From an optimization exercise on the open Yosys and OpenROAD flow, aimed at small area, a short achievable clock period and few clock cycles per item; shortcuts taken in it are not production practice.
Where RTL was checked, it was by simulation tests only, not by an equivalence proof against the original.
Power is estimated from default activity; no workload was simulated.

oak:
Design sorted_list_union_merge, start of the top module:
module sorted_list_union_merge
#(
    parameter int DEPTH = slum_pkg::LIST_DEPTH
)
(
    input  logic    clk,
    input  logic    rst_n,
    input  logic    push,
    output logic    full,
    input  logic [33:0] item,
    output logic    empty,
    input  logic    pop,
    output logic [34:0] result
);
Settings: LEC_CHECK=0, CAP_MARGIN=20, CORE_MARGIN=2, CORE_UTILIZATION=45, CTS_CLUSTER_DIAMETER=80, CTS_CLUSTER_SIZE=24, SETUP_SLACK_MARGIN=2.9, SLEW_MARGIN=20, TNS_END_PERCENT=0; clock period 5.0 ns.
run.sh (not shown) runs the stock make flow with config.mk's settings and CLKGATE_MAP_FILE= SYNTH_SCRIPT=/design/flow/synth_recipe.tcl, a recipe that flattens the netlist after the stock synthesis.
Both conditions hold for oak: the flow ran to the end and the final layout passed the timing, design-rule and antenna checks.
Testbench counts of oak, summed over its fixed seeds: cycles 8,656, results 6,673.
The following lists how pine was set up differently from oak:
# oak
export LEC_CHECK = 0
export CAP_MARGIN = 20
export CORE_MARGIN = 2
export CORE_UTILIZATION = 45
export CTS_CLUSTER_DIAMETER = 80
export CTS_CLUSTER_SIZE = 24
export SETUP_SLACK_MARGIN = 2.9
export SLEW_MARGIN = 20
export TNS_END_PERCENT = 0
create_clock -name core_clock -period 5.0 [get_ports {clk}]
# pine
export LEC_CHECK = 0
export CAP_MARGIN = 20
export CORE_MARGIN = 2
export CORE_UTILIZATION = 50
export CTS_CLUSTER_DIAMETER = 80
export CTS_CLUSTER_SIZE = 24
export SETUP_SLACK_MARGIN = 2.9
export SLEW_MARGIN = 20
export TNS_END_PERCENT = 0
create_clock -name core_clock -period 5.0 [get_ports {clk}]
==> comparison <==
- Of pine and oak, the run reporting the higher final cell utilization of the core was pine.
- Reported for pine and oak, mapped cell area turned out identical to the last digit.
- Fraction of final layout cells sized beyond drive strength 1 delta for pine relative to oak: 0.81 points lower
- Taking oak as the reference, in pine worst max-slew margin expressed relative to the limit went down by 0.86 points; clock buffer count was more or less identical; flip-flop and latch count was more or less identical; setup slack went down by 0.090 ns.
- Lower overall fraction of global-route tracks in use was reported by oak, not pine.

========
== the previous run ==
sorted_list_union_merge, a different RTL version from the one above (not shown whole).
For scale: ~2,900 cells after synthesis, roughly 1,200 flip-flops, about 75 I/O pins, about 47,000 sq um of cells after synthesis.
make LEC_CHECK=0 CAP_MARGIN=20 CORE_MARGIN=2 CORE_UTILIZATION=55 CTS_BUF_LIST=sky130_fd_sc_hd__clkbuf_8 CTS_CLUSTER_DIAMETER=50 CTS_CLUSTER_SIZE=12 SETUP_SLACK_MARGIN=2.9 SLEW_MARGIN=20 TNS_END_PERCENT=10 finish   # period 5.0 ns
Input changes introduced in the current run (baseline for comparison: the previous run):
# the previous run
export LEC_CHECK = 0
export CAP_MARGIN = 20
export CORE_MARGIN = 2
export CORE_UTILIZATION = 55
export CTS_BUF_LIST = sky130_fd_sc_hd__clkbuf_8
export CTS_CLUSTER_DIAMETER = 50
export CTS_CLUSTER_SIZE = 12
export SETUP_SLACK_MARGIN = 2.9
export SLEW_MARGIN = 20
export TNS_END_PERCENT = 10
create_clock -name core_clock -period 5.0 [get_ports {clk}]
# the current run
export LEC_CHECK = 0
export CAP_MARGIN = 20
export CORE_MARGIN = 2
export CORE_UTILIZATION = 55
export CTS_BUF_LIST = sky130_fd_sc_hd__clkbuf_8
export CTS_CLUSTER_DIAMETER = 50
export CTS_CLUSTER_SIZE = 12
export SETUP_SLACK_MARGIN = 2.9
export SLEW_MARGIN = 20
export TNS_END_PERCENT = 100
create_clock -name core_clock -period 5.0 [get_ports {clk}]
- Delta (the current run minus the previous run): global-route usage increased by 0.75 points relative to the old numbers; final core utilization increased by 2.2 points relative to the old numbers.
- The internal cell power of the current run is higher than that of the previous run.
- Of the current run and the previous run, the higher portion of the layout cell area used by non-clock buffers belongs to the current run.
- Final non-filler cell total was lower in the previous run than in the current run.
- The previous run has a higher setup slack of the critical path after layout than the current run.
Function was not checked in any run of this note: the RTL went through the layout flow alone.

--- another note on this design; it stands on its own ---

## sorted_list_union_merge
module sorted_list_union_merge
#(
    parameter int DEPTH = slum_pkg::LIST_DEPTH
)
(
    input  logic    clk,
    input  logic    rst_n,
    input  logic    push,
    output logic    full,
    input  logic [33:0] item,
    output logic    empty,
    input  logic    pop,
    output logic [34:0] result
);
clock: 5.0 ns
lec_check: 0
cap_margin: 20
core_margin: 2
core_utilization: 45
cts_cluster_diameter: 90
cts_cluster_size: 28
gpl_routability_driven: 0
setup_slack_margin: 2.9
slew_margin: 20
tns_end_percent: 0
run.sh (not shown) runs the stock make flow with config.mk's settings and CLKGATE_MAP_FILE= SYNTH_SCRIPT=/design/flow/synth_recipe.tcl, a recipe that flattens the netlist after the stock synthesis.
Testbench counts at the start, summed over its fixed seeds: cycles 8,656, results 6,673.
Edit:
- CAP_MARGIN: 20 -> 5
- CTS_CLUSTER_DIAMETER: 90 -> 80
- CTS_CLUSTER_SIZE: 28 -> 24
- GPL_ROUTABILITY_DRIVEN: 0 -> unset
- SLEW_MARGIN: 20 -> 5
Setup slack improved by 0.024 ns. Critical path depth falls by 3. Clock skew went down by 0.022 ns. Die area is unchanged. Sequential power hardly moves. Routed wire length decreases by 1.6%.
Edit:
- CAP_MARGIN: 5 -> 20
- CORE_UTILIZATION: 45 -> 38
- SLEW_MARGIN: 5 -> 20
The new run passed the timing, design-rule and antenna checks. Worst hold slack gains 0.0091 ns. Clock skew went down by 0.016 ns. Area after synthesis is unchanged. Sequential share of layout area shrinks by 0.43 points. Combinational power came out lower by about 2%. Cell count came out higher by 5.2%. Power is about the same. Cell area grows by 0.64%.
Edit:
- CORE_UTILIZATION: 38 -> 45
- CTS_CLUSTER_DIAMETER: 80 -> 90
- CTS_CLUSTER_SIZE: 24 -> 28
- SETUP_SLACK_MARGIN: 2.9 -> 3.3
What happened:
- global-route usage went up by 3.5 points
- clock-buffer cell count went down by 2
- cell count went down by a few percent
- first-iteration DRC count went up by a few percent
- power went down slightly
Edit:
- CORE_UTILIZATION: 45 -> 55
- CTS_CLUSTER_DIAMETER: 90 -> 80
- CTS_CLUSTER_SIZE: 28 -> 24
- SETUP_SLACK_MARGIN: 3.3 -> 2.9
- TNS_END_PERCENT: 0 -> 2
What happened: The changed run completed with no timing, DRC or antenna violations. Setup slack degrades by 0.064 ns. Non-clock buffer count goes up by 92. Hold slack improves by 0.0062 ns. Routed wire length goes up by 2.4%. Clock power goes up by about 4%. Power goes up by 2.9%. Cell area goes up by 2.2%. Synthesized area is unchanged.

* * *

Starting RTL as in the previous note.
==> flow/design.v (excerpt) <==
module sorted_list_union_merge
#(
    parameter int DEPTH = slum_pkg::LIST_DEPTH
)
(
    input  logic    clk,
    input  logic    rst_n,
    input  logic    push,
    output logic    full,
    input  logic [33:0] item,
    output logic    empty,
    input  logic    pop,
    output logic [34:0] result
);
clock: 5.0 ns
lec_check: 0
cap_margin: 20
core_margin: 2
core_utilization: 45
cts_cluster_diameter: 80
cts_cluster_size: 24
place_density: 0.75
setup_slack_margin: 2.9
slew_margin: 20
tns_end_percent: 0
Testbench counts at the start, summed over its fixed seeds: cycles 8,656, results 6,673.
Next try:
CTS_CLUSTER_DIAMETER = 90   (was 80)
CTS_CLUSTER_SIZE = 28   (was 24)
PLACE_DENSITY = default   (was 0.75)
- The new run went through all stages and came out clean
- clock power came out lower by about 3%
- hold slack improved by 0.14 ns
- via count came out lower by 3.7%
- first-iteration DRC count came out lower by 19%
- cell area came out lower by 1.7%
- worst setup slack improved by 0.15 ns
- core utilization came out lower by 0.88 points
- sequential share of layout area came out higher by 1.2 points
- final cell count came out lower by 0.95%

## separate check: timing with driven ports
The results above use ideal ports. As a check the final layouts listed here were re-extracted and re-timed, cells and wires unchanged. Step 1 sets driving cells, clkbuf_16 on the clock port and buf_2 on the other inputs (assumed; they add their load-dependent delay and slew). Step 2 also shifts input and output timing later by t, the mid clock arrival at the registers, as if the neighbouring blocks saw the same clock. a / b / c = ideal ports / drivers / drivers and shift; a / b = the first two.
| run | shift t [ns] | setup WS [ns] | worst setup path at the end | latest minus earliest clock arrival (ns) |
|---|---|---|---|---|
| oak | 0.728 | 2.703 / 2.661 / 2.011 | input to register | 0.045 / 0.045 |
| pine | 0.725 | 2.613 / 2.613 / 1.977 | input to register | 0.028 / 0.028 |
| the previous run | 0.857 | 2.513 / 2.453 / 1.822 | input to register | 0.035 / 0.035 |
| the current run | 0.859 | 2.481 / 2.415 / 2.058 | input to register | 0.041 / 0.041 |
| the first run of note 3 | 0.737 | 2.679 / 2.664 / 1.927 | input to register | 0.064 / 0.064 |
| the second run of note 3 | 0.728 | 2.703 / 2.661 / 2.011 | input to register | 0.045 / 0.045 |
| the third run of note 3 | 0.726 | 2.606 / 2.554 / 1.903 | input to register | 0.034 / 0.033 |
| the fourth run of note 3 | 0.733 | 2.712 / 2.645 / 1.998 | input to register | 0.038 / 0.038 |
| the fifth run of note 3 | 0.714 | 2.648 / 2.648 / 1.990 | input to register | 0.044 / 0.045 |
| the first run of note 4 | 0.716 | 2.566 / 2.531 / 1.815 | input to register | 0.058 / 0.058 |
| the second run of note 4 | 0.733 | 2.712 / 2.645 / 1.998 | input to register | 0.038 / 0.038 |
After both steps every run listed still meets setup and hold. For the first run of note 3, which loses most, drivers alone change the setup slack by -0.015 ns; drivers and shift together by -0.752 ns.
